This design comes from an exercise in tuning for small area, a short achievable clock period and few clock cycles per item on the open sky130 flow, not from production work. Function was checked by simulation only, so behaviour that the tests miss may differ from the original.

<file path="run.sh">
#!/bin/bash
# synth_recipe.tcl (not shown) runs the flow's synth.tcl, then flattens the netlist and writes it again
# the make line also repeats each setting of config.mk as NAME=value (left out here)
make -C /OpenROAD-flow-scripts/flow DESIGN_CONFIG=/design/flow/config.mk WORK_HOME=/design/flow/orfs CLKGATE_MAP_FILE= SYNTH_SCRIPT=/design/flow/synth_recipe.tcl finish
</file>
<file path="design.v">
package pc_pkg;
    localparam int X_W    = 16;
    localparam int P_W    = 2 * X_W;
    localparam int CORR_W = 32;
    localparam int FRAC_W = 30;
    localparam int QS_W   = FRAC_W + 2;
    localparam int CH_W   = 16;
    localparam int ITEM_DEPTH  = 2;
    localparam int RES_DEPTH   = 2;
    localparam int MAX_LEN_DEF = 32;
    typedef struct packed {
        logic [X_W-1:0] x;
        logic [X_W-1:0] y;
        logic [P_W-1:0] xx;
        logic [P_W-1:0] yy;
        logic [P_W-1:0] xy;
        logic           last;
    } t_item;
    localparam int ITEM_W = 2 * X_W + 3 * P_W + 1;
    localparam int RES_W  = CORR_W + 1;
    typedef struct packed {
        logic signed [CORR_W-1:0] correlation;
        logic                     degenerate;
    } t_result;
endpackage
module pearson_correlation (
    input  logic               i_clk,
    input  logic               i_rst_n,
    input  logic               push,
    output logic               full,
    input  logic [15:0]        i_sample_x,
    input  logic [15:0]        i_sample_y,
    input  logic               i_last,
    output logic               empty,
    input  logic               pop,
    output logic signed [31:0] o_correlation,
    output logic               o_degenerate
);
    function automatic logic [33:0] sq17(input logic [16:0] v);
        logic [33:0] s;
        s = '0;
        for (int i = 0; i < 17; i++) begin
            s = s + ({33'b0, v[i]} << (2 * i));
            for (int j = i + 1; j < 17; j++) begin
                s = s + ({33'b0, v[i] & v[j]} << (i + j + 1));
            end
        end
        sq17 = s;
    endfunction
    logic        r_iv, r_il;
    logic [15:0] r_ix, r_iy;
    logic [5:0]  r_cnt;
    logic [20:0] r_sx, r_sy;
    logic [36:0] r_sxx, r_syy;
    logic [38:0] r_szz;
    logic        r_hv;
    logic [5:0]  r_hn;
    logic [20:0] r_hsx, r_hsy;
    logic [36:0] r_hsxx, r_hsyy;
    logic [38:0] r_hszz;
    logic        w_hrel;       
    logic        w_proc;       
    logic        w_acc;        
    assign w_proc = r_iv && !(r_il && r_hv && !w_hrel);
    assign full   = r_iv && !w_proc;
    assign w_acc  = push && !full;
    always_ff @(posedge i_clk) begin
        if (!i_rst_n) begin
            r_iv <= 1'b0;
        end else if (w_acc) begin
            r_iv <= 1'b1;
        end else if (w_proc) begin
            r_iv <= 1'b0;
        end
        if (w_acc) begin
            r_ix <= i_sample_x;
            r_iy <= i_sample_y;
            r_il <= i_last;
        end
    end
    logic        w_first, w_add, w_g;
    logic [15:0] w_xg, w_yg;
    logic [16:0] w_z;
    logic [20:0] n_sx, n_sy;
    logic [36:0] n_sxx, n_syy;
    logic [38:0] n_szz;
    logic [5:0]  n_cnt;
    assign w_first = (r_cnt == 6'd0);
    assign w_add   = (r_cnt != 6'd32);
    assign w_g     = w_proc && w_add;
    assign w_xg    = w_g ? r_ix : 16'd0;
    assign w_yg    = w_g ? r_iy : 16'd0;
    assign w_z     = {1'b0, w_xg} + {1'b0, w_yg};
    assign n_cnt   = r_cnt + 6'd1;
    assign n_sx    = (w_first ? 21'd0 : r_sx) + 21'(w_xg);
    assign n_sy    = (w_first ? 21'd0 : r_sy) + 21'(w_yg);
    assign n_sxx   = (w_first ? 37'd0 : r_sxx) + 37'(sq17({1'b0, w_xg}));
    assign n_syy   = (w_first ? 37'd0 : r_syy) + 37'(sq17({1'b0, w_yg}));
    assign n_szz   = (w_first ? 39'd0 : r_szz) + 39'(sq17(w_z));
    always_ff @(posedge i_clk) begin
        if (!i_rst_n) begin
            r_cnt <= 6'd0;
        end else if (w_proc) begin
            if (r_il) begin
                r_cnt <= 6'd0;
            end else if (w_add) begin
                r_cnt <= n_cnt;
            end
        end
        r_sx  <= n_sx;
        r_sy  <= n_sy;
        r_sxx <= n_sxx;
        r_syy <= n_syy;
        r_szz <= n_szz;
    end
    logic [4:0]  r_ms;
    logic        r_mb;         
    logic        r_mw;         
    logic [55:0] r_h;
    logic [43:0] r_l;
    logic [39:0] r_vx, r_vy;   
    logic [40:0] r_c;          
    logic        r_mdeg;
    logic signed [40:0] r_a;
    logic signed [11:0] r_b;
    logic        r_clr, r_ret;
    logic        w_dtake;      
    logic        w_mstart;
    logic        w_run;        
    logic [40:0] w_a;
    logic [10:0] w_b;
    logic        w_bsg;        
    logic        w_neg;
    logic        w_clr, w_ret;
    logic [21:0] w_hsz;
    logic signed [11:0] w_bs;
    assign w_mstart = r_hv && (!r_mb || (r_mw && w_dtake));
    assign w_hrel   = r_mb && !r_mw && (r_ms == 5'd10);
    assign w_run    = r_mb && !r_mw && (r_ms != 5'd0);
    assign w_hsz    = 22'(r_hsx) + 22'(r_hsy);
    always_comb begin
        w_a   = '0;
        w_b   = '0;
        w_bsg = 1'b0;
        w_neg = 1'b0;
        w_clr = 1'b0;
        w_ret = 1'b1;
        case (r_ms)
            5'd0:  begin w_a = 41'(r_hsxx); w_b = 11'(r_hn); w_clr = 1'b1; w_ret = 1'b0; end
            5'd1:  begin w_a = 41'(r_hsx); w_b = r_hsx[10:0]; w_neg = 1'b1; end
            5'd2:  begin w_a = 41'(r_hsx); w_b = 11'(r_hsx[20:11]); w_neg = 1'b1; end
            5'd3:  begin w_a = 41'(r_hsyy); w_b = 11'(r_hn); w_clr = 1'b1; w_ret = 1'b0; end
            5'd4:  begin w_a = 41'(r_hsy); w_b = r_hsy[10:0]; w_neg = 1'b1; end
            5'd5:  begin w_a = 41'(r_hsy); w_b = 11'(r_hsy[20:11]); w_neg = 1'b1; end
            5'd6:  begin w_a = 41'(r_vx); w_b = 11'd1; w_neg = 1'b1; w_clr = 1'b1; w_ret = 1'b0; end
            5'd7:  begin w_a = 41'(r_vy); w_b = 11'd1; w_neg = 1'b1; w_ret = 1'b0; end
            5'd8:  begin w_a = 41'(r_hszz); w_b = 11'(r_hn); w_ret = 1'b0; end
            5'd9:  begin w_a = 41'(w_hsz); w_b = w_hsz[10:0]; w_neg = 1'b1; end
            5'd10: begin w_a = 41'(w_hsz); w_b = w_hsz[21:11]; w_neg = 1'b1; end
            5'd11: begin w_a = 41'(r_vx); w_b = r_vy[10:0]; w_clr = 1'b1; end
            5'd12: begin w_a = 41'(r_vx); w_b = r_vy[21:11]; end
            5'd13: begin w_a = 41'(r_vx); w_b = r_vy[32:22]; end
            5'd14: begin w_a = 41'(r_vx); w_b = 11'(r_vy[39:33]); end
            5'd15: begin w_a = r_c; w_b = r_c[10:0]; w_clr = 1'b1; end
            5'd16: begin w_a = r_c; w_b = r_c[21:11]; end
            5'd17: begin w_a = r_c; w_b = r_c[32:22]; end
            default: begin w_a = r_c; w_b = 11'(r_c[40:33]); w_bsg = 1'b1; end
        endcase
    end
    assign w_bs = w_bsg ? {{4{w_b[7]}}, w_b[7:0]} : {1'b0, w_b};
    always_ff @(posedge i_clk) begin
        r_a   <= w_a;
        r_b   <= w_neg ? (12'sd0 - w_bs) : w_bs;
        r_clr <= w_clr;
        r_ret <= w_ret;
    end
    localparam logic [55:0] K = 56'(-(56'd1 << 41) - (56'd1 << 43) - (56'd1 << 45)
                                    - (56'd1 << 47) - (56'd1 << 49) - (56'd1 << 51));
    logic [12:0] w_bx;
    logic        w_one [6];
    logic        w_two [6];
    logic [41:0] w_bm  [6];
    logic [41:0] w_pp  [6];
    logic [55:0] w_row [6];
    logic [55:0] w_ngv;
    logic [55:0] w_t;
    always_comb begin
        w_bx  = {r_b, 1'b0};
        w_ngv = '0;
        for (int i = 0; i < 6; i++) begin
            w_one[i] = w_bx[2*i+1] ^ w_bx[2*i];
            w_two[i] = (w_bx[2*i+2] & ~w_bx[2*i+1] & ~w_bx[2*i]) |
                       (~w_bx[2*i+2] & w_bx[2*i+1] & w_bx[2*i]);
            w_bm[i] = w_one[i] ? {r_a[40], r_a} : (w_two[i] ? {r_a, 1'b0} : 42'd0);
            w_pp[i]  = w_bx[2*i+2] ? ~w_bm[i] : w_bm[i];
            w_row[i] = 56'({~w_pp[i][41], w_pp[i][40:0]}) << (2 * i);
            w_ngv[2*i] = w_bx[2*i+2];
        end
        w_t = (r_clr ? 56'd0 : r_h) + w_row[0] + w_row[1] + w_row[2] + w_row[3] + w_row[4]
              + w_row[5] + w_ngv + K;
    end
    always_ff @(posedge i_clk) begin
        if (!i_rst_n) begin
            r_mb <= 1'b0;
            r_mw <= 1'b0;
            r_ms <= 5'd0;
            r_hv <= 1'b0;
        end else begin
            if (w_proc && r_il) begin
                r_hv <= 1'b1;
            end else if (w_hrel) begin
                r_hv <= 1'b0;
            end
            if (w_mstart) begin
                r_mb <= 1'b1;
                r_mw <= 1'b0;
                r_ms <= 5'd0;
            end else if (r_mb && !r_mw) begin
                r_ms <= r_ms + 5'd1;
                if (r_ms == 5'd19) begin
                    r_mw <= 1'b1;
                end
            end else if (r_mw && w_dtake) begin
                r_mb <= 1'b0;
                r_mw <= 1'b0;
            end
        end
    end
    always_ff @(posedge i_clk) begin
        if (w_proc && r_il) begin
            r_hn   <= w_add ? n_cnt : r_cnt;
            r_hsx  <= n_sx;
            r_hsy  <= n_sy;
            r_hsxx <= n_sxx;
            r_hsyy <= n_syy;
            r_hszz <= n_szz;
        end
    end
    always_ff @(posedge i_clk) begin
        if (w_run) begin
            r_h <= r_ret ? {{11{w_t[55]}}, w_t[55:11]} : w_t;
            if (r_ret) r_l <= {w_t[10:0], r_l[43:11]};
            if (r_ms == 5'd3)  r_vx <= {w_t[28:0], r_l[43:33]};
            if (r_ms == 5'd6)  r_vy <= {w_t[28:0], r_l[43:33]};
            if (r_ms == 5'd11) r_c  <= {w_t[30:0], r_l[43:34]};
            if (r_ms == 5'd16) {r_vy, r_vx} <= {r_h[35:0], r_l};
        end
        if (r_mb && !r_mw && r_ms == 5'd8) begin
            r_mdeg <= (r_vx == 40'd0) || (r_vy == 40'd0);
        end
    end
    logic        r_dv;
    logic [4:0]  r_dc;
    logic [80:0] r_ys, r_yc;
    logic        r_yi;
    logic [79:0] r_dp;
    logic        r_ds, r_dd;
    logic        w_stall;
    logic [80:0] w_ys [4];
    logic [80:0] w_yc [4];
    logic        w_yi [4];
    logic [80:0] w_tt [3];
    logic [80:0] w_pm [3];
    logic [80:0] w_s2 [3];
    logic [80:0] w_c2 [3];
    logic [2:0]  w_qb;
    always_comb begin
        w_ys[0] = r_ys;
        w_yc[0] = r_yc;
        w_yi[0] = r_yi;
        for (int k = 0; k < 3; k++) begin
            w_tt[k] = w_ys[k] + w_yc[k] + 81'(w_yi[k]);
            w_qb[2 - k] = !w_tt[k][80];
            w_pm[k] = w_tt[k][80] ? {1'b0, r_dp} : ~{1'b0, r_dp};
            w_s2[k] = w_ys[k] << 1;
            w_c2[k] = w_yc[k] << 1;
            w_ys[k + 1] = w_s2[k] ^ w_c2[k] ^ w_pm[k];
            w_yc[k + 1] = {((w_s2[k][79:1] & w_c2[k][79:1]) | (w_s2[k][79:1] & w_pm[k][79:1]) |
                            (w_c2[k][79:1] & w_pm[k][79:1])), w_yi[k], !w_tt[k][80]};
            w_yi[k + 1] = 1'b0;
        end
    end
    assign w_dtake = r_mw && !w_stall && (!r_dv || r_dc == 5'd20);
    logic       r_bv, r_bf, r_bl, r_bo;
    logic [2:0] r_bq;
    logic       r_lag;
    always_ff @(posedge i_clk) begin
        if (!i_rst_n) begin
            r_dv <= 1'b0;
            r_dc <= 5'd0;
            r_bv <= 1'b0;
        end else if (!w_stall) begin
            if (w_dtake) begin
                r_dv <= 1'b1;
                r_dc <= 5'd0;
            end else if (r_dv) begin
                r_dc <= r_dc + 5'd1;
                if (r_dc == 5'd20) r_dv <= 1'b0;
            end
            r_bv <= r_dv;
        end
    end
    always_ff @(posedge i_clk) begin
        if (w_dtake && !w_stall) begin
            r_ys <= {1'b0, r_h[35:0], r_l};
            r_yc <= ~{1'b0, r_vy, r_vx};
            r_yi <= 1'b1;
            r_dp <= {r_vy, r_vx};
            r_ds <= r_c[40];
            r_dd <= r_mdeg;
        end else if (r_dv && !w_stall) begin
            r_ys <= w_ys[3];
            r_yc <= w_yc[3];
            r_yi <= 1'b0;
        end
        if (!w_stall) begin
            r_bq <= w_qb;
            r_bf <= (r_dc == 5'd0);
            r_bl <= (r_dc == 5'd20);
            r_bo <= r_dc[0];
            if (r_bv && r_bo) r_lag <= r_bq[0];
        end
    end
    logic [34:0] r_rr;         
    logic [31:0] r_rq;         
    logic        r_rv;         
    logic        r_rs, r_rd;
    logic [34:0] w_rem [3];
    logic [31:0] w_rt  [3];
    logic [1:0]  w_pr  [2];
    logic [34:0] w_rr [2];
    logic [35:0] w_rd [2];
    assign w_pr[0] = r_bo ? r_bq[2:1] : {r_bf ? 1'b0 : r_lag, r_bq[2]};
    assign w_pr[1] = r_bq[1:0];
    always_comb begin
        w_rem[0] = r_bf ? 35'd0 : r_rr;
        w_rt[0]  = r_bf ? 32'd0 : r_rq;
        for (int k = 0; k < 2; k++) begin
            w_rr[k] = {w_rem[k][32:0], w_pr[k]};
            w_rd[k] = {1'b0, w_rr[k]} - {3'b0, w_rt[k], 2'b01};
            w_rem[k + 1] = w_rd[k][35] ? w_rr[k] : w_rd[k][34:0];
            w_rt[k + 1]  = {w_rt[k][30:0], !w_rd[k][35]};
        end
    end
    logic [32:0] w_q1;
    assign w_stall = r_rv && !pop;
    assign w_q1    = ({1'b0, r_rq} ^ {33{r_rs}}) + 33'd1;
    always_ff @(posedge i_clk) begin
        if (!i_rst_n) begin
            r_rv <= 1'b0;
        end else if (!w_stall) begin
            r_rv <= r_bv && r_bl;
        end
        if (!w_stall && r_bv) begin
            r_rr <= r_bo ? w_rem[1] : w_rem[2];
            r_rq <= r_bo ? w_rt[1]  : w_rt[2];
            if (r_bf) begin
                r_rs <= r_ds;
                r_rd <= r_dd;
            end
        end
    end
    assign empty         = !r_rv;
    assign o_correlation = r_rd ? 32'd0 : w_q1[32:1];
    assign o_degenerate  = r_rd;
endmodule
</file>
<file path="config.mk">
export PLATFORM = sky130hd
export DESIGN_NAME = pearson_correlation
export DESIGN_NICKNAME = pearson_correlation
export VERILOG_FILES = /design/flow/design.v
export SDC_FILE = /design/flow/constraint.sdc
export NUM_CORES = 4
export LEC_CHECK = 0
export CAP_MARGIN = 20
export CORE_MARGIN = 2
export CORE_UTILIZATION = 55
export SLEW_MARGIN = 20
</file>
<file path="constraint.sdc">
create_clock -name core_clock -period 12.0 [get_ports {i_clk}]
set_input_delay 2.4000 -clock core_clock [delete_from_list [all_inputs] [get_ports {i_clk}]]
set_output_delay 2.4000 -clock core_clock [all_outputs]
set_load 0.01 [all_outputs]
</file>
==> summary.txt <==
==> routing by layer <==
metal	track usage	up-vias	wire (µm)	share of wire
li1	-	34698	-	-
met3	0.0762	748	29100	0.091
met1	0.489	37742	131000	0.41
met4	0.166	24	17700	0.055
met2	0.565	3510	142000	0.44
met5	0	-	192	0.00060
==> cell usage after synthesis (all sizes together) (39+ instances only) <==
cell / instances
a211oi: 80
a21o: 132
a21oi: 566
a221oi: 39
a222oi: 50
a22oi: 94
and2: 170
and3: 201
buf: 87
clkbuf: 505
dfxtp: 235
edfxtp: 733
fa: 747
ha: 853
inv: 823
maj3: 147
mux2i: 80
nand2: 1366
nand2b: 113
nand3: 166
nand4: 80
nor2: 474
nor2b: 198
nor3: 93
nor4: 42
o211ai: 54
o21a: 85
o21ai: 545
o21bai: 44
o22ai: 163
o31ai: 59
or3: 63
xnor2: 380
xor2: 208
==> logic make-up (layout without fill, tap and decap cells) <==
family | after synthesis | in the layout | share of synthesized area
AOI/OAI and AO/OA | 2167 | 2167 | 0.147
buffers and inverters | 1422 | 1310 | 0.0575
adders and majority gates | 1747 | 1747 | 0.290
DFF | 968 | 968 | 0.285
other | 0 | 7 | 0
muxes | 110 | 110 | 0.0122
and+or+nand+nor | 3051 | 3051 | 0.153
xor gates and xnor gates | 590 | 590 | 0.0556
==> registers in the layout, indices dropped and copies added (netlist names), 21 cells and up <==
| name | count |
|---|---|
| r_hsx | 21 |
| r_h | 56 |
| r_vx | 40 |
| r_sy | 21 |
| r_syy | 37 |
| r_a | 41 |
| r_vy | 40 |
| r_rr | 33 |
| r_c | 41 |
| r_hsxx | 37 |
| r_ys | 81 |
| r_hsyy | 37 |
| r_rq | 32 |
| r_yc | 81 |
| r_hsy | 21 |
| r_sxx | 37 |
| r_dp | 80 |
| r_szz | 39 |
| r_sx | 21 |
| r_hszz | 39 |
| r_l | 44 |
==> through the flow <==
| step | util |
|---|---|
| global route | 0.594 |
| detailed placement | 0.571 |
| finish | 0.594 |
| CTS | 0.594 |
| global placement | 0.571 |
| floorplan | - |
==> critical path: cells and delay by family (launching register included) <==
kind	cells	cell delay, ns
fa+ha+maj	6	2.27
simple gates	12	2.76
compound gates	11	2.60
buf+inv	7	1.31
flops	1	0.44
xor+xnor	7	1.72
==> cell type report <==
class / count / share of cell area
antenna: 7 / 0.000174
clock inverter: 77 / 0.00870
clock buffer: 130 / 0.0297
sequential: 968 / 0.266
multi-input combinational: 7665 / 0.614
inverter: 830 / 0.0311
tap: 2218 / 0.0276
timing repair buffer: 273 / 0.0233
==> how the worst max path moves through the flow <==
| stage | slack [ns] | end | start |
|---|---|---|---|
| after global placement | -0.17 | r_ys[21] | r_yc[69] |
| after floorplan | 0.80 | r_hszz[37] | r_ms[0] |
| final | 0.50 | r_ys[71] | r_ys[75] |
| after detailed placement | -0.39 | r_ys[75] | r_ys[69] |
| after CTS | 0.09 | r_ys[65] | r_ys[69] |
| after global routing | -0.03 | r_ys[56] | r_ys[57] |
==> what timing repair did <==
item                       CTS  global route
setup endpoints to repair  155           168
pin swaps                    1             3
resized for setup            1            13
hold buffers                 0             0
setup buffers                2             1
==> impl_metrics.tcl <==
set metrics [dict create \
    mostFrequentLayoutCell "nand2_1" \
    syn-num-nets 11692 \
    synth_edf_count 733 \
    synthesis.area_um2 93600 \
    min_path_cells 0 \
    numCtsBuffers 109 \
    fin_area_um2 101000 \
    synth_area_leaders "edfxtp_1 (24%), fa_1 (16%), ha_1 (11%)" \
    viasPerCell 6.31 \
    critPathKind "flop to flop" \
    final_cell_mix "nand2_1 (1,364), ha_1 (853), inv_1 (815)" \
    fmax_mhz 87.0 \
    register_area_um2 26800 \
    holdCritPathClass "flop to flop" \
    crit_top_cell "a21oi_1" \
    die_w_um 417 \
    clock_skew_ns 0.0348 \
    routabilityCongestion 0.997 \
    worstMarginPinSlew_ns 1.33 \
    grt_max_degree 101 \
    status "no timing/DRC/antenna violations" \
    crit_path_end_kind "flop" \
    cts.htree.levels 3 \
    clockBufferDepth 3 \
    area_growth_pct 7.50 \
    cts-root-buf "clkbuf_16" \
    min_to "r_rd" \
    drive_gt1_frac 0.0528 \
    finalNetCount 11484 \
    core.rowCount 151 \
    start_util 0.553 \
    period_needed_ns 11.50 \
    place_inst 11950 \
    min_from "r_dd" \
    dieArea_um2 173000 \
    grt_pass1_vias 73986 \
    finalNonFillerCells 12168 \
    maxCapViolCount 0 \
    grt_pass1_wl_um 476000 \
    slowest_delay_ns 0.63 \
    fin_tns_setup_ns 0 \
    synthFlopType "edfxtp_1" \
    post-place-ws_ns -0.388 \
    multiInputGateArea_um2 61700 \
    via_count 76722 \
    seq_area_frac_synth 0.285 \
    setup_slack_ns 0.501 \
    ant_nets 0 \
    relSlewSlack 0.110 \
    worstPathRequired_ns 12.49 \
    fillers 14783 \
    wl_um 319000 \
    finalHoldViolCount 0 \
    ys_warn_count 18 \
    drc 0 \
    async_flop_share 0 \
    finalCritPeriodShare 0.958 \
    netlist.area_leader.share 0.235 \
    cts_tree "done" \
    core_area_um2 169000 \
    cp_slowest_cell "or4_4" \
    avgSynthCellArea_um2 9.31 \
    clk_pin_slew_ns 0.06 \
    ys_seq_elements 968 \
    r2r-end "r_ys[71]" \
    r2r_setup_slack_ns 0.50 \
    numPortBuffers 71 \
    track_usage 0.364 \
    die_h_um 417 \
    drtIter0Drc 8276 \
    drt_first_pass_iters 7 \
    grt_overflow 0 \
    critPathMaxFanout 53 \
    critPathLaunchType "flop" \
    cts_sinks 968 \
    antenna_found_initial 24 \
    slew_violations 0 \
    synth_area_leader_cell "edfxtp_1" \
    hold_ws_ns 0.447 \
    rsz0062_at_grt "yes" \
    boundaryPins 72 \
    r2r_start "r_ys[75]" \
    dpl.hpwl_um 242000 \
    dpl_cell_area_um2 96600 \
    r2r_cells 43 \
    arrival_ns 11.99 \
    setup_violations 0 \
    wl_per_cell_um 26.2 \
    clk_latency_ns 0.77 \
    ys_types 85 \
    netlist_instances 10055 \
]
Testbench counts, summed over its fixed seeds: cycles 7,332, vectors 320.

==> afterwards: timing with drivers on the ports <==
How much do the figures lean on ideal ports? The routed layout below was timed once more, with nothing changed but the port constraints. Step 1 sets driving cells, clkbuf_16 on the clock port and buf_2 on the other inputs (assumed; they add their load-dependent delay and slew). Step 2 also shifts input and output timing later by t, the mid clock arrival at the registers, as if the neighbouring blocks saw the same clock. a / b / c = no drivers / after step 1 / after step 2; a / b = the first two.
t, ns: 0.846
slack for setup (ns): 0.501 / 0.501 / 0.501
clock arrival spread, ns: 0.035 / 0.034
After both steps setup and hold are still met in this run. For this run, drivers alone change the setup slack by 0.000 ns; drivers and shift together by 0.000 ns.
